From an optimization exercise on the open Yosys and OpenROAD flow, aimed at small area, a short achievable clock period and few clock cycles per item; shortcuts taken in it are not production practice.
Function was checked by simulation only, so behaviour that the tests miss may differ from the original.
Power and IR drop assume default switching activity.

## miss_handler
module miss_handler (
    input  logic                         clk_i,
    input  logic                         rst_ni,
    input  logic                         alloc_valid_i,
    input  logic [38:0]                  alloc_i,
    output logic                         alloc_ready_o,
    output logic                         mshr_full_o,
    output logic                         mem_req_valid_o,
    output logic [27:0]                  mem_req_o,
    input  logic                         mem_req_ready_i,
    input  logic                         mem_resp_valid_i,
    input  logic [67:0]                  mem_resp_i,
    output logic                         mem_resp_ready_o,
    output logic                         refill_req_o,
    input  logic                         refill_gnt_i,
    output logic                         refill_wr_valid_o,
    output logic [73:0]                  refill_wr_o,
    output logic                         dir_wr_valid_o,
    output logic [28:0]                  dir_wr_o,
    output logic                         core_rsp_valid_o,
    output logic [72:0]                  core_rsp_o,
    input  logic [miss_pkg::NLINE_W-1:0] check_nline_i,
    output logic                         check_hit_o,
    output logic                         mshr_empty_o
);
Settings: LEC_CHECK=0, CAP_MARGIN=20, CORE_MARGIN=2, CORE_UTILIZATION=40, SETUP_SLACK_MARGIN=1.5, SLEW_MARGIN=20, BUFFER_PORTS_ARGS=-buffer_cell sky130_fd_sc_hd__buf_2, DONT_USE_CELLS=sky130_fd_sc_hd__clkdlybuf4s15_1 sky130_fd_sc_hd__clkdlybuf4s15_2 sky130_fd_sc_hd__clkdlybuf4s18_1 sky130_fd_sc_hd__clkdlybuf4s18_2 sky130_fd_sc_hd__clkdlybuf4s25_1 sky130_fd_sc_hd__clkdlybuf4s25_2 sky130_fd_sc_hd__clkdlybuf4s50_1 sky130_fd_sc_hd__clkdlybuf4s50_2 sky130_fd_sc_hd__dlygate4sd1_1 sky130_fd_sc_hd__dlygate4sd2_1 sky130_fd_sc_hd__dlygate4sd3_1 sky130_fd_sc_hd__dlymetal6s2s_1 sky130_fd_sc_hd__dlymetal6s4s_1 sky130_fd_sc_hd__dlymetal6s6s_1; clock period 4.5 ns.
standard.sh (not shown) runs the stock make flow with config.mk's settings and CLKGATE_MAP_FILE= SYNTH_SCRIPT=/design/flow/synth_recipe.tcl, a recipe that flattens the netlist after the stock synthesis.
==> flow/flow/run.sh <==
#!/bin/bash
# Standard layout, with the port buffers made from plain buffers instead of
# the delay cells ORFS picks for sky130hd, and delay cells kept out of repair.
set -euo pipefail
cat >> config.mk <<'MK'
export BUFFER_PORTS_ARGS = -buffer_cell sky130_fd_sc_hd__buf_2
export DONT_USE_CELLS = sky130_fd_sc_hd__clkdlybuf4s15_1 sky130_fd_sc_hd__clkdlybuf4s15_2 sky130_fd_sc_hd__clkdlybuf4s18_1 sky130_fd_sc_hd__clkdlybuf4s18_2 sky130_fd_sc_hd__clkdlybuf4s25_1 sky130_fd_sc_hd__clkdlybuf4s25_2 sky130_fd_sc_hd__clkdlybuf4s50_1 sky130_fd_sc_hd__clkdlybuf4s50_2 sky130_fd_sc_hd__dlygate4sd1_1 sky130_fd_sc_hd__dlygate4sd2_1 sky130_fd_sc_hd__dlygate4sd3_1 sky130_fd_sc_hd__dlymetal6s2s_1 sky130_fd_sc_hd__dlymetal6s4s_1 sky130_fd_sc_hd__dlymetal6s6s_1
MK
bash standard.sh > standard.log 2>&1
The starting point went through all stages and came out clean.
Testbench counts at the start, summed over its fixed seeds: cycles 9,977, items 2,400.
Next try:
--- a/flow/flow/run.sh
+++ b/flow/flow/run.sh
@@ -6 +6 @@
-export BUFFER_PORTS_ARGS = -buffer_cell sky130_fd_sc_hd__buf_2
+export BUFFER_PORTS_ARGS = -buffer_cell sky130_fd_sc_hd__buf_1
--- a/flow/config.mk
+++ b/flow/config.mk
@@ -11 +11,2 @@
-export SETUP_SLACK_MARGIN = 1.5
+export CTS_BUF_LIST = sky130_fd_sc_hd__clkbuf_8
+export SETUP_SLACK_MARGIN = 1.75
@@ -13 +14 @@
-export BUFFER_PORTS_ARGS = -buffer_cell sky130_fd_sc_hd__buf_2
+export BUFFER_PORTS_ARGS = -buffer_cell sky130_fd_sc_hd__buf_1
=> The changed run completed with no timing, DRC or antenna violations; count of clock-buffer cells in the layout stays the same; die area does not change; clock skew climbs by 6.1 ps; synthesized cell count does not change; core utilization climbs by 0.73 points; routed wire length climbs by roughly a tenth; total power drops by a few percent; global-route usage climbs by 1.6 points.

========
## lane 1
Another version of the RTL of miss_handler (not shown whole).
Size in the first run: roughly 8700 um^2 of cells after synthesis.
clock: 4.5 ns
lec_check: 0
cap_margin: 20
core_margin: 2
core_utilization: 70
cts_buf_list: sky130_fd_sc_hd__clkbuf_8
place_density: 0.8
setup_slack_margin: 1.5
slew_margin: 20
buffer_ports_args: -buffer_cell sky130_fd_sc_hd__buf_1
dont_use_cells: sky130_fd_sc_hd__clkdlybuf4s15_1 sky130_fd_sc_hd__clkdlybuf4s15_2 sky130_fd_sc_hd__clkdlybuf4s18_1 sky130_fd_sc_hd__clkdlybuf4s18_2 sky130_fd_sc_hd__clkdlybuf4s25_1 sky130_fd_sc_hd__clkdlybuf4s25_2 sky130_fd_sc_hd__clkdlybuf4s50_1 sky130_fd_sc_hd__clkdlybuf4s50_2 sky130_fd_sc_hd__dlygate4sd1_1 sky130_fd_sc_hd__dlygate4sd2_1 sky130_fd_sc_hd__dlygate4sd3_1 sky130_fd_sc_hd__dlymetal6s2s_1 sky130_fd_sc_hd__dlymetal6s4s_1 sky130_fd_sc_hd__dlymetal6s6s_1
cts_args: -sink_clustering_enable -repair_clock_nets -buf_list sky130_fd_sc_hd__clkbuf_16 -dont_use_dummy_load
==> flow/flow/run.sh <==
#!/bin/bash
# Standard synthesis, then its combinational logic re-mapped by ABC without the
# slow 4-input mux/NOR/OR cells (flip-flops untouched), then the standard layout
# from that netlist, with plain buffers on the ports, delay cells kept out of
# repair and sizing not held to each cell's footprint.
set -euo pipefail
cat >> config.mk <<'MK'
export BUFFER_PORTS_ARGS = -buffer_cell sky130_fd_sc_hd__buf_1
export DONT_USE_CELLS = sky130_fd_sc_hd__clkdlybuf4s15_1 sky130_fd_sc_hd__clkdlybuf4s15_2 sky130_fd_sc_hd__clkdlybuf4s18_1 sky130_fd_sc_hd__clkdlybuf4s18_2 sky130_fd_sc_hd__clkdlybuf4s25_1 sky130_fd_sc_hd__clkdlybuf4s25_2 sky130_fd_sc_hd__clkdlybuf4s50_1 sky130_fd_sc_hd__clkdlybuf4s50_2 sky130_fd_sc_hd__dlygate4sd1_1 sky130_fd_sc_hd__dlygate4sd2_1 sky130_fd_sc_hd__dlygate4sd3_1 sky130_fd_sc_hd__dlymetal6s2s_1 sky130_fd_sc_hd__dlymetal6s4s_1 sky130_fd_sc_hd__dlymetal6s6s_1
export CTS_ARGS = -sink_clustering_enable -repair_clock_nets -buf_list sky130_fd_sc_hd__clkbuf_16 -dont_use_dummy_load
MK
bash standard.sh synth > standard_synth.log 2>&1
R=orfs/results/$FLOW_PLATFORM/miss_handler/base
LIB=$FLOW_HOME/platforms/$FLOW_PLATFORM/lib/sky130_fd_sc_hd__tt_025C_1v80.lib
YOSYS=$FLOW_HOME/../tools/install/yosys/bin/yosys
[ -x "$YOSYS" ] || YOSYS=yosys
cp $R/1_2_yosys.v $R/1_2_yosys_standard.v
printf 'set_driving_cell sky130_fd_sc_hd__buf_1\nset_load 5\n' > abc_remap.constr
sed -e "s#{LIB}#$LIB#g" -e "s#{NET_IN}#$R/1_2_yosys_standard.v#" -e "s#{NET_OUT}#$R/1_2_yosys.v#" \
    -e "s#{TOP}#$FLOW_TOP#g" -e "s#{SCRIPT}#$FLOW_HOME/scripts/abc_speed.script#" \
    -e "s#{CONSTR}#abc_remap.constr#" flow/remap.ys > remap_run.ys
"$YOSYS" -l remap.log remap_run.ys > /dev/null 2>&1
touch $R/1_2_yosys.v
bash standard.sh MATCH_CELL_FOOTPRINT=0 finish > standard.log 2>&1
==> flow/flow/remap.ys <==
# Re-map the combinational logic of the standard synthesis with ORFS's ABC speed
# script, without the slow 4-input NOR and OR cells.
# The flip-flops stay as the standard synthesis made them (same cells, same names).
read_liberty -ignore_miss_func {LIB}
read_verilog {NET_IN}
hierarchy -top {TOP}
blackbox *__df* *__edf*
flatten -noscopeinfo
hierarchy -top {TOP}
opt -purge
abc -script {SCRIPT} -liberty {LIB} -constr {CONSTR} -dont_use *lpflow* -dont_use *probe* -dont_use *dlygate* -dont_use *clkdlybuf* -dont_use *dlymetal* -dont_use sky130_fd_sc_hd__nor4_1 -dont_use sky130_fd_sc_hd__nor4_2 -dont_use sky130_fd_sc_hd__nor4_4 -dont_use sky130_fd_sc_hd__nor4b_1 -dont_use sky130_fd_sc_hd__nor4b_2 -dont_use sky130_fd_sc_hd__nor4b_4 -dont_use sky130_fd_sc_hd__nor4bb_1 -dont_use sky130_fd_sc_hd__nor4bb_2 -dont_use sky130_fd_sc_hd__nor4bb_4 -dont_use sky130_fd_sc_hd__or4_1 -dont_use sky130_fd_sc_hd__or4_2 -dont_use sky130_fd_sc_hd__or4_4 -dont_use sky130_fd_sc_hd__or4b_1 -dont_use sky130_fd_sc_hd__or4b_2 -dont_use sky130_fd_sc_hd__or4b_4 -dont_use sky130_fd_sc_hd__or4bb_1 -dont_use sky130_fd_sc_hd__or4bb_2 -dont_use sky130_fd_sc_hd__or4bb_4 -D 4.5
opt_clean -purge
read_liberty -lib -ignore_redef {LIB}
hilomap -singleton -hicell sky130_fd_sc_hd__conb_1 HI -locell sky130_fd_sc_hd__conb_1 LO
insbuf -buf sky130_fd_sc_hd__buf_4 A X
check -assert -mapped
stat -liberty {LIB}
write_verilog -noattr -nohex -nodec {NET_OUT}
Lane 1 completed every stage of the flow, and the final layout passed the timing, DRC and antenna checks.
Testbench counts of lane 1, summed over its fixed seeds: cycles 9,977, items 2,400.
#### Input delta (lane 2 over lane 1)
# lane 1
export LEC_CHECK = 0
export CAP_MARGIN = 20
export CORE_MARGIN = 2
export CORE_UTILIZATION = 70
export CTS_BUF_LIST = sky130_fd_sc_hd__clkbuf_8
export PLACE_DENSITY = 0.8
export SETUP_SLACK_MARGIN = 1.5
export SLEW_MARGIN = 20
export BUFFER_PORTS_ARGS = -buffer_cell sky130_fd_sc_hd__buf_1
export DONT_USE_CELLS = sky130_fd_sc_hd__clkdlybuf4s15_1 sky130_fd_sc_hd__clkdlybuf4s15_2 sky130_fd_sc_hd__clkdlybuf4s18_1 sky130_fd_sc_hd__clkdlybuf4s18_2 sky130_fd_sc_hd__clkdlybuf4s25_1 sky130_fd_sc_hd__clkdlybuf4s25_2 sky130_fd_sc_hd__clkdlybuf4s50_1 sky130_fd_sc_hd__clkdlybuf4s50_2 sky130_fd_sc_hd__dlygate4sd1_1 sky130_fd_sc_hd__dlygate4sd2_1 sky130_fd_sc_hd__dlygate4sd3_1 sky130_fd_sc_hd__dlymetal6s2s_1 sky130_fd_sc_hd__dlymetal6s4s_1 sky130_fd_sc_hd__dlymetal6s6s_1
export CTS_ARGS = -sink_clustering_enable -repair_clock_nets -buf_list sky130_fd_sc_hd__clkbuf_16 -dont_use_dummy_load
create_clock -name core_clock -period 4.5 [get_ports {clk_i}]
# lane 2
export LEC_CHECK = 0
export CAP_MARGIN = 20
export CORE_MARGIN = 2
export CORE_UTILIZATION = 70
export CTS_BUF_LIST = sky130_fd_sc_hd__clkbuf_8
export PLACE_DENSITY = 0.8
export SETUP_SLACK_MARGIN = 1.5
export SLEW_MARGIN = 20
export BUFFER_PORTS_ARGS = -buffer_cell sky130_fd_sc_hd__buf_1
export DONT_USE_CELLS = sky130_fd_sc_hd__clkdlybuf4s15_1 sky130_fd_sc_hd__clkdlybuf4s15_2 sky130_fd_sc_hd__clkdlybuf4s18_1 sky130_fd_sc_hd__clkdlybuf4s18_2 sky130_fd_sc_hd__clkdlybuf4s25_1 sky130_fd_sc_hd__clkdlybuf4s25_2 sky130_fd_sc_hd__clkdlybuf4s50_1 sky130_fd_sc_hd__clkdlybuf4s50_2 sky130_fd_sc_hd__dlygate4sd1_1 sky130_fd_sc_hd__dlygate4sd2_1 sky130_fd_sc_hd__dlygate4sd3_1 sky130_fd_sc_hd__dlymetal6s2s_1 sky130_fd_sc_hd__dlymetal6s4s_1 sky130_fd_sc_hd__dlymetal6s6s_1
create_clock -name core_clock -period 4.5 [get_ports {clk_i}]
diff --git a/flow/flow/run.sh b/flow/flow/run.sh
--- a/flow/flow/run.sh
+++ b/flow/flow/run.sh
@@ -9,3 +9,2 @@
 export DONT_USE_CELLS = sky130_fd_sc_hd__clkdlybuf4s15_1 sky130_fd_sc_hd__clkdlybuf4s15_2 sky130_fd_sc_hd__clkdlybuf4s18_1 sky130_fd_sc_hd__clkdlybuf4s18_2 sky130_fd_sc_hd__clkdlybuf4s25_1 sky130_fd_sc_hd__clkdlybuf4s25_2 sky130_fd_sc_hd__clkdlybuf4s50_1 sky130_fd_sc_hd__clkdlybuf4s50_2 sky130_fd_sc_hd__dlygate4sd1_1 sky130_fd_sc_hd__dlygate4sd2_1 sky130_fd_sc_hd__dlygate4sd3_1 sky130_fd_sc_hd__dlymetal6s2s_1 sky130_fd_sc_hd__dlymetal6s4s_1 sky130_fd_sc_hd__dlymetal6s6s_1
-export CTS_ARGS = -sink_clustering_enable -repair_clock_nets -buf_list sky130_fd_sc_hd__clkbuf_16 -dont_use_dummy_load
 MK
==> flow/flow/remap.ys <==
# Re-map the combinational logic of the standard synthesis with ORFS's ABC speed
# script, without the slow 4-input mux, NOR and OR cells.
# The flip-flops stay as the standard synthesis made them (same cells, same names).
read_liberty -ignore_miss_func {LIB}
read_verilog {NET_IN}
hierarchy -top {TOP}
blackbox *__df* *__edf*
flatten -noscopeinfo
hierarchy -top {TOP}
opt -purge
abc -script {SCRIPT} -liberty {LIB} -constr {CONSTR} -dont_use *lpflow* -dont_use *probe* -dont_use *dlygate* -dont_use *clkdlybuf* -dont_use *dlymetal* -dont_use sky130_fd_sc_hd__mux4_1 -dont_use sky130_fd_sc_hd__mux4_2 -dont_use sky130_fd_sc_hd__mux4_4 -dont_use sky130_fd_sc_hd__nor4_1 -dont_use sky130_fd_sc_hd__nor4_2 -dont_use sky130_fd_sc_hd__nor4_4 -dont_use sky130_fd_sc_hd__nor4b_1 -dont_use sky130_fd_sc_hd__nor4b_2 -dont_use sky130_fd_sc_hd__nor4b_4 -dont_use sky130_fd_sc_hd__nor4bb_1 -dont_use sky130_fd_sc_hd__nor4bb_2 -dont_use sky130_fd_sc_hd__nor4bb_4 -dont_use sky130_fd_sc_hd__or4_1 -dont_use sky130_fd_sc_hd__or4_2 -dont_use sky130_fd_sc_hd__or4_4 -dont_use sky130_fd_sc_hd__or4b_1 -dont_use sky130_fd_sc_hd__or4b_2 -dont_use sky130_fd_sc_hd__or4b_4 -dont_use sky130_fd_sc_hd__or4bb_1 -dont_use sky130_fd_sc_hd__or4bb_2 -dont_use sky130_fd_sc_hd__or4bb_4 -D 4.5
opt_clean -purge
read_liberty -lib -ignore_redef {LIB}
hilomap -singleton -hicell sky130_fd_sc_hd__conb_1 HI -locell sky130_fd_sc_hd__conb_1 LO
insbuf -buf sky130_fd_sc_hd__buf_4 A X
check -assert -mapped
stat -liberty {LIB}
write_verilog -noattr -nohex -nodec {NET_OUT}
==> results.txt <==
Cmp lane 1 and lane 2 / non-clock buffer share of cell area / higher: lane 2. Delta (lane 2 minus lane 1): layout overhead on the synthesized area higher; final core area utilization stayed essentially flat.
Here is what was changed in the inputs of lane 3 compared with lane 2.
# lane 2
export LEC_CHECK = 0
export CAP_MARGIN = 20
export CORE_MARGIN = 2
export CORE_UTILIZATION = 70
export CTS_BUF_LIST = sky130_fd_sc_hd__clkbuf_8
export PLACE_DENSITY = 0.8
export SETUP_SLACK_MARGIN = 1.5
export SLEW_MARGIN = 20
export BUFFER_PORTS_ARGS = -buffer_cell sky130_fd_sc_hd__buf_1
export DONT_USE_CELLS = sky130_fd_sc_hd__clkdlybuf4s15_1 sky130_fd_sc_hd__clkdlybuf4s15_2 sky130_fd_sc_hd__clkdlybuf4s18_1 sky130_fd_sc_hd__clkdlybuf4s18_2 sky130_fd_sc_hd__clkdlybuf4s25_1 sky130_fd_sc_hd__clkdlybuf4s25_2 sky130_fd_sc_hd__clkdlybuf4s50_1 sky130_fd_sc_hd__clkdlybuf4s50_2 sky130_fd_sc_hd__dlygate4sd1_1 sky130_fd_sc_hd__dlygate4sd2_1 sky130_fd_sc_hd__dlygate4sd3_1 sky130_fd_sc_hd__dlymetal6s2s_1 sky130_fd_sc_hd__dlymetal6s4s_1 sky130_fd_sc_hd__dlymetal6s6s_1
create_clock -name core_clock -period 4.5 [get_ports {clk_i}]
# lane 3
export LEC_CHECK = 0
export CAP_MARGIN = 20
export CORE_MARGIN = 2
export CORE_UTILIZATION = 70
export CTS_BUF_LIST = sky130_fd_sc_hd__clkbuf_8
export PLACE_DENSITY = 0.8
export SETUP_SLACK_MARGIN = 1.4
export SLEW_MARGIN = 20
export BUFFER_PORTS_ARGS = -buffer_cell sky130_fd_sc_hd__buf_1
export DONT_USE_CELLS = sky130_fd_sc_hd__clkdlybuf4s15_1 sky130_fd_sc_hd__clkdlybuf4s15_2 sky130_fd_sc_hd__clkdlybuf4s18_1 sky130_fd_sc_hd__clkdlybuf4s18_2 sky130_fd_sc_hd__clkdlybuf4s25_1 sky130_fd_sc_hd__clkdlybuf4s25_2 sky130_fd_sc_hd__clkdlybuf4s50_1 sky130_fd_sc_hd__clkdlybuf4s50_2 sky130_fd_sc_hd__dlygate4sd1_1 sky130_fd_sc_hd__dlygate4sd2_1 sky130_fd_sc_hd__dlygate4sd3_1 sky130_fd_sc_hd__dlymetal6s2s_1 sky130_fd_sc_hd__dlymetal6s4s_1 sky130_fd_sc_hd__dlymetal6s6s_1
export CTS_ARGS = -sink_clustering_enable -repair_clock_nets -buf_list sky130_fd_sc_hd__clkbuf_8 -dont_use_dummy_load
create_clock -name core_clock -period 4.5 [get_ports {clk_i}]
diff --git a/flow/flow/run.sh b/flow/flow/run.sh
--- a/flow/flow/run.sh
+++ b/flow/flow/run.sh
@@ -9,2 +9,3 @@
 export DONT_USE_CELLS = sky130_fd_sc_hd__clkdlybuf4s15_1 sky130_fd_sc_hd__clkdlybuf4s15_2 sky130_fd_sc_hd__clkdlybuf4s18_1 sky130_fd_sc_hd__clkdlybuf4s18_2 sky130_fd_sc_hd__clkdlybuf4s25_1 sky130_fd_sc_hd__clkdlybuf4s25_2 sky130_fd_sc_hd__clkdlybuf4s50_1 sky130_fd_sc_hd__clkdlybuf4s50_2 sky130_fd_sc_hd__dlygate4sd1_1 sky130_fd_sc_hd__dlygate4sd2_1 sky130_fd_sc_hd__dlygate4sd3_1 sky130_fd_sc_hd__dlymetal6s2s_1 sky130_fd_sc_hd__dlymetal6s4s_1 sky130_fd_sc_hd__dlymetal6s6s_1
+export CTS_ARGS = -sink_clustering_enable -repair_clock_nets -buf_list sky130_fd_sc_hd__clkbuf_8 -dont_use_dummy_load
 MK
==> flow/flow/remap.ys <==
# Re-map the combinational logic of the standard synthesis with ORFS's ABC speed
# script, without the slow 4-input NOR and OR cells.
# The flip-flops stay as the standard synthesis made them (same cells, same names).
read_liberty -ignore_miss_func {LIB}
read_verilog {NET_IN}
hierarchy -top {TOP}
blackbox *__df* *__edf*
flatten -noscopeinfo
hierarchy -top {TOP}
opt -purge
abc -script {SCRIPT} -liberty {LIB} -constr {CONSTR} -dont_use *lpflow* -dont_use *probe* -dont_use *dlygate* -dont_use *clkdlybuf* -dont_use *dlymetal* -dont_use sky130_fd_sc_hd__nor4_1 -dont_use sky130_fd_sc_hd__nor4_2 -dont_use sky130_fd_sc_hd__nor4_4 -dont_use sky130_fd_sc_hd__nor4b_1 -dont_use sky130_fd_sc_hd__nor4b_2 -dont_use sky130_fd_sc_hd__nor4b_4 -dont_use sky130_fd_sc_hd__nor4bb_1 -dont_use sky130_fd_sc_hd__nor4bb_2 -dont_use sky130_fd_sc_hd__nor4bb_4 -dont_use sky130_fd_sc_hd__or4_1 -dont_use sky130_fd_sc_hd__or4_2 -dont_use sky130_fd_sc_hd__or4_4 -dont_use sky130_fd_sc_hd__or4b_1 -dont_use sky130_fd_sc_hd__or4b_2 -dont_use sky130_fd_sc_hd__or4b_4 -dont_use sky130_fd_sc_hd__or4bb_1 -dont_use sky130_fd_sc_hd__or4bb_2 -dont_use sky130_fd_sc_hd__or4bb_4 -D 4.5
opt_clean -purge
read_liberty -lib -ignore_redef {LIB}
hilomap -singleton -hicell sky130_fd_sc_hd__conb_1 HI -locell sky130_fd_sc_hd__conb_1 LO
insbuf -buf sky130_fd_sc_hd__buf_4 A X
check -assert -mapped
stat -liberty {LIB}
write_verilog -noattr -nohex -nodec {NET_OUT}
==> results.txt <==
- Re number of violations reported at the end of detailed-routing iteration 0: lane 2 and lane 3 aren't equal, and the higher value belongs to lane 2.
- Final cell area: lane 3 below lane 2
- Comparing lane 2 and lane 3, the higher met1 usage was measured on lane 3.
### lane 3 -> lane 4
# lane 3
export LEC_CHECK = 0
export CAP_MARGIN = 20
export CORE_MARGIN = 2
export CORE_UTILIZATION = 70
export CTS_BUF_LIST = sky130_fd_sc_hd__clkbuf_8
export PLACE_DENSITY = 0.8
export SETUP_SLACK_MARGIN = 1.4
export SLEW_MARGIN = 20
export BUFFER_PORTS_ARGS = -buffer_cell sky130_fd_sc_hd__buf_1
export DONT_USE_CELLS = sky130_fd_sc_hd__clkdlybuf4s15_1 sky130_fd_sc_hd__clkdlybuf4s15_2 sky130_fd_sc_hd__clkdlybuf4s18_1 sky130_fd_sc_hd__clkdlybuf4s18_2 sky130_fd_sc_hd__clkdlybuf4s25_1 sky130_fd_sc_hd__clkdlybuf4s25_2 sky130_fd_sc_hd__clkdlybuf4s50_1 sky130_fd_sc_hd__clkdlybuf4s50_2 sky130_fd_sc_hd__dlygate4sd1_1 sky130_fd_sc_hd__dlygate4sd2_1 sky130_fd_sc_hd__dlygate4sd3_1 sky130_fd_sc_hd__dlymetal6s2s_1 sky130_fd_sc_hd__dlymetal6s4s_1 sky130_fd_sc_hd__dlymetal6s6s_1
export CTS_ARGS = -sink_clustering_enable -repair_clock_nets -buf_list sky130_fd_sc_hd__clkbuf_8 -dont_use_dummy_load
create_clock -name core_clock -period 4.5 [get_ports {clk_i}]
# lane 4
export LEC_CHECK = 0
export CAP_MARGIN = 20
export CORE_MARGIN = 2
export CORE_UTILIZATION = 70
export CTS_BUF_LIST = sky130_fd_sc_hd__clkbuf_8
export PLACE_DENSITY = 0.8
export SETUP_SLACK_MARGIN = 1.5
export SLEW_MARGIN = 20
export TNS_END_PERCENT = 30
export BUFFER_PORTS_ARGS = -buffer_cell sky130_fd_sc_hd__buf_2
export DONT_USE_CELLS = sky130_fd_sc_hd__clkdlybuf4s15_1 sky130_fd_sc_hd__clkdlybuf4s15_2 sky130_fd_sc_hd__clkdlybuf4s18_1 sky130_fd_sc_hd__clkdlybuf4s18_2 sky130_fd_sc_hd__clkdlybuf4s25_1 sky130_fd_sc_hd__clkdlybuf4s25_2 sky130_fd_sc_hd__clkdlybuf4s50_1 sky130_fd_sc_hd__clkdlybuf4s50_2 sky130_fd_sc_hd__dlygate4sd1_1 sky130_fd_sc_hd__dlygate4sd2_1 sky130_fd_sc_hd__dlygate4sd3_1 sky130_fd_sc_hd__dlymetal6s2s_1 sky130_fd_sc_hd__dlymetal6s4s_1 sky130_fd_sc_hd__dlymetal6s6s_1
create_clock -name core_clock -period 4.5 [get_ports {clk_i}]
diff --git a/flow/flow/run.sh b/flow/flow/run.sh
--- a/flow/flow/run.sh
+++ b/flow/flow/run.sh
@@ -7,5 +7,4 @@
 cat >> config.mk <<'MK'
-export BUFFER_PORTS_ARGS = -buffer_cell sky130_fd_sc_hd__buf_1
+export BUFFER_PORTS_ARGS = -buffer_cell sky130_fd_sc_hd__buf_2
 export DONT_USE_CELLS = sky130_fd_sc_hd__clkdlybuf4s15_1 sky130_fd_sc_hd__clkdlybuf4s15_2 sky130_fd_sc_hd__clkdlybuf4s18_1 sky130_fd_sc_hd__clkdlybuf4s18_2 sky130_fd_sc_hd__clkdlybuf4s25_1 sky130_fd_sc_hd__clkdlybuf4s25_2 sky130_fd_sc_hd__clkdlybuf4s50_1 sky130_fd_sc_hd__clkdlybuf4s50_2 sky130_fd_sc_hd__dlygate4sd1_1 sky130_fd_sc_hd__dlygate4sd2_1 sky130_fd_sc_hd__dlygate4sd3_1 sky130_fd_sc_hd__dlymetal6s2s_1 sky130_fd_sc_hd__dlymetal6s4s_1 sky130_fd_sc_hd__dlymetal6s6s_1
-export CTS_ARGS = -sink_clustering_enable -repair_clock_nets -buf_list sky130_fd_sc_hd__clkbuf_8 -dont_use_dummy_load
 MK
==> flow/flow/remap.ys <==
# Re-map the combinational logic of the standard synthesis with ORFS's ABC speed
# script, without the slow 4-input mux, NOR and OR cells.
# The flip-flops stay as the standard synthesis made them (same cells, same names).
read_liberty -ignore_miss_func {LIB}
read_verilog {NET_IN}
hierarchy -top {TOP}
blackbox *__df* *__edf*
flatten -noscopeinfo
hierarchy -top {TOP}
opt -purge
abc -script {SCRIPT} -liberty {LIB} -constr {CONSTR} -dont_use *lpflow* -dont_use *probe* -dont_use *dlygate* -dont_use *clkdlybuf* -dont_use *dlymetal* -dont_use sky130_fd_sc_hd__mux4_1 -dont_use sky130_fd_sc_hd__mux4_2 -dont_use sky130_fd_sc_hd__mux4_4 -dont_use sky130_fd_sc_hd__nor4_1 -dont_use sky130_fd_sc_hd__nor4_2 -dont_use sky130_fd_sc_hd__nor4_4 -dont_use sky130_fd_sc_hd__nor4b_1 -dont_use sky130_fd_sc_hd__nor4b_2 -dont_use sky130_fd_sc_hd__nor4b_4 -dont_use sky130_fd_sc_hd__nor4bb_1 -dont_use sky130_fd_sc_hd__nor4bb_2 -dont_use sky130_fd_sc_hd__nor4bb_4 -dont_use sky130_fd_sc_hd__or4_1 -dont_use sky130_fd_sc_hd__or4_2 -dont_use sky130_fd_sc_hd__or4_4 -dont_use sky130_fd_sc_hd__or4b_1 -dont_use sky130_fd_sc_hd__or4b_2 -dont_use sky130_fd_sc_hd__or4b_4 -dont_use sky130_fd_sc_hd__or4bb_1 -dont_use sky130_fd_sc_hd__or4bb_2 -dont_use sky130_fd_sc_hd__or4bb_4 -D 4.5
opt_clean -purge
read_liberty -lib -ignore_redef {LIB}
hilomap -singleton -hicell sky130_fd_sc_hd__conb_1 HI -locell sky130_fd_sc_hd__conb_1 LO
insbuf -buf sky130_fd_sc_hd__buf_4 A X
check -assert -mapped
stat -liberty {LIB}
write_verilog -noattr -nohex -nodec {NET_OUT}
### Flow results
In lane 4 the synthesized instance count turned out 19% higher than in lane 3.
Of the two values seen for most frequent standard cell in the layout excluding fill and tap cells, buf_2 was produced by lane 4 and buf_1 by lane 3.
Delta (lane 4 minus lane 3): time the final worst path needs with I/O delays and setup now smaller, die area up 3.1%, final critical-path setup slack rose by 0.051 ns, clock power now larger, area of all placed cells without fillers increased by 8.0% relative to the old numbers.
Here is what was changed in the inputs of lane 5 compared with lane 4.
# lane 4
export LEC_CHECK = 0
export CAP_MARGIN = 20
export CORE_MARGIN = 2
export CORE_UTILIZATION = 70
export CTS_BUF_LIST = sky130_fd_sc_hd__clkbuf_8
export PLACE_DENSITY = 0.8
export SETUP_SLACK_MARGIN = 1.5
export SLEW_MARGIN = 20
export TNS_END_PERCENT = 30
export BUFFER_PORTS_ARGS = -buffer_cell sky130_fd_sc_hd__buf_2
export DONT_USE_CELLS = sky130_fd_sc_hd__clkdlybuf4s15_1 sky130_fd_sc_hd__clkdlybuf4s15_2 sky130_fd_sc_hd__clkdlybuf4s18_1 sky130_fd_sc_hd__clkdlybuf4s18_2 sky130_fd_sc_hd__clkdlybuf4s25_1 sky130_fd_sc_hd__clkdlybuf4s25_2 sky130_fd_sc_hd__clkdlybuf4s50_1 sky130_fd_sc_hd__clkdlybuf4s50_2 sky130_fd_sc_hd__dlygate4sd1_1 sky130_fd_sc_hd__dlygate4sd2_1 sky130_fd_sc_hd__dlygate4sd3_1 sky130_fd_sc_hd__dlymetal6s2s_1 sky130_fd_sc_hd__dlymetal6s4s_1 sky130_fd_sc_hd__dlymetal6s6s_1
create_clock -name core_clock -period 4.5 [get_ports {clk_i}]
# lane 5
export LEC_CHECK = 0
export CAP_MARGIN = 20
export CORE_MARGIN = 2
export CORE_UTILIZATION = 70
export CTS_BUF_LIST = sky130_fd_sc_hd__clkbuf_8
export PLACE_DENSITY = 0.8
export SETUP_SLACK_MARGIN = 1.5
export SLEW_MARGIN = 20
export BUFFER_PORTS_ARGS = -buffer_cell sky130_fd_sc_hd__buf_2
export DONT_USE_CELLS = sky130_fd_sc_hd__clkdlybuf4s15_1 sky130_fd_sc_hd__clkdlybuf4s15_2 sky130_fd_sc_hd__clkdlybuf4s18_1 sky130_fd_sc_hd__clkdlybuf4s18_2 sky130_fd_sc_hd__clkdlybuf4s25_1 sky130_fd_sc_hd__clkdlybuf4s25_2 sky130_fd_sc_hd__clkdlybuf4s50_1 sky130_fd_sc_hd__clkdlybuf4s50_2 sky130_fd_sc_hd__dlygate4sd1_1 sky130_fd_sc_hd__dlygate4sd2_1 sky130_fd_sc_hd__dlygate4sd3_1 sky130_fd_sc_hd__dlymetal6s2s_1 sky130_fd_sc_hd__dlymetal6s4s_1 sky130_fd_sc_hd__dlymetal6s6s_1
export CTS_ARGS = -sink_clustering_enable -repair_clock_nets -buf_list sky130_fd_sc_hd__clkbuf_8 -dont_use_dummy_load -sink_clustering_size 30 -sink_clustering_max_diameter 100
create_clock -name core_clock -period 4.5 [get_ports {clk_i}]
diff --git a/flow/flow/run.sh b/flow/flow/run.sh
--- a/flow/flow/run.sh
+++ b/flow/flow/run.sh
@@ -9,2 +9,3 @@
 export DONT_USE_CELLS = sky130_fd_sc_hd__clkdlybuf4s15_1 sky130_fd_sc_hd__clkdlybuf4s15_2 sky130_fd_sc_hd__clkdlybuf4s18_1 sky130_fd_sc_hd__clkdlybuf4s18_2 sky130_fd_sc_hd__clkdlybuf4s25_1 sky130_fd_sc_hd__clkdlybuf4s25_2 sky130_fd_sc_hd__clkdlybuf4s50_1 sky130_fd_sc_hd__clkdlybuf4s50_2 sky130_fd_sc_hd__dlygate4sd1_1 sky130_fd_sc_hd__dlygate4sd2_1 sky130_fd_sc_hd__dlygate4sd3_1 sky130_fd_sc_hd__dlymetal6s2s_1 sky130_fd_sc_hd__dlymetal6s4s_1 sky130_fd_sc_hd__dlymetal6s6s_1
+export CTS_ARGS = -sink_clustering_enable -repair_clock_nets -buf_list sky130_fd_sc_hd__clkbuf_8 -dont_use_dummy_load -sink_clustering_size 30 -sink_clustering_max_diameter 100
 MK
Notes after the runs:
Looking at met2 wire length, lane 5 sits about 3.6% below lane 4.
Fill cell instance count of the final layout ends up lower on lane 4.
Lower pre-CTS worst setup slack among lane 4 and lane 5: lane 4
Of lane 4 and lane 5, the run reporting the higher final cell count was lane 4.
Comparing lane 4 and lane 5, the lower final design area excluding fillers is on lane 5.
Synthesis-to-finish area growth, lane 4 and lane 5: smaller value in lane 5
Taking lane 4 as the reference, in lane 5 sequential power level, setup slack moved down, overall global routing resource usage shrank by 0.34 points.

## re-timing with driven ports
No port has a modelled driver above. Below, the same layouts with a new extraction and two added sets of constraints.
Step 1 (the two cells are an assumption about what drives the block):
set clk [get_ports {clk_i}]
set_driving_cell -lib_cell sky130_fd_sc_hd__clkbuf_16 $clk
set_driving_cell -lib_cell sky130_fd_sc_hd__buf_2 [delete_from_list [all_inputs] $clk]
Step 2, shift: input delay + t, output delay - t, t = (earliest + latest rising clock arrival at the registers) / 2. This alone moves slack from input paths to output paths.
Slacks: ideal ports / drivers / drivers and shift; pairs: ideal ports / drivers.
| run | t, ns | setup WS [ns] | worst hold slack (ns) | worst slew at a driven data input, ns | pins driven straight from the clock port |
|---|---|---|---|---|---|
| the first run of note 1 | 0.470 | 1.462 / 1.411 / 1.411 | 0.303 / 0.287 / 0.567 | 0.21 | 1 |
| the second run of note 1 | 0.489 | 1.462 / 1.403 / 1.403 | 0.371 / 0.365 / 0.674 | 0.22 | 1 |
| lane 1 | 0.463 | 1.524 / 1.478 / 1.478 | 0.408 / 0.463 / 0.630 | 0.27 | 1 |
| lane 2 | 0.478 | 1.488 / 1.439 / 1.439 | 0.385 / 0.435 / 0.667 | 0.30 | 1 |
| lane 3 | 0.476 | 1.466 / 1.430 / 1.430 | 0.379 / 0.443 / 0.628 | 0.25 | 1 |
| lane 4 | 0.502 | 1.517 / 1.429 / 1.429 | 0.265 / 0.275 / 0.656 | 0.25 | 1 |
| lane 5 | 0.473 | 1.513 / 1.484 / 1.484 | 0.317 / 0.348 / 0.654 | 0.29 | 1 |
After both steps setup and hold are still met in every run listed. The setup slack of lane 4, which loses most, moves by -0.088 ns with the drivers and by -0.088 ns with both steps.
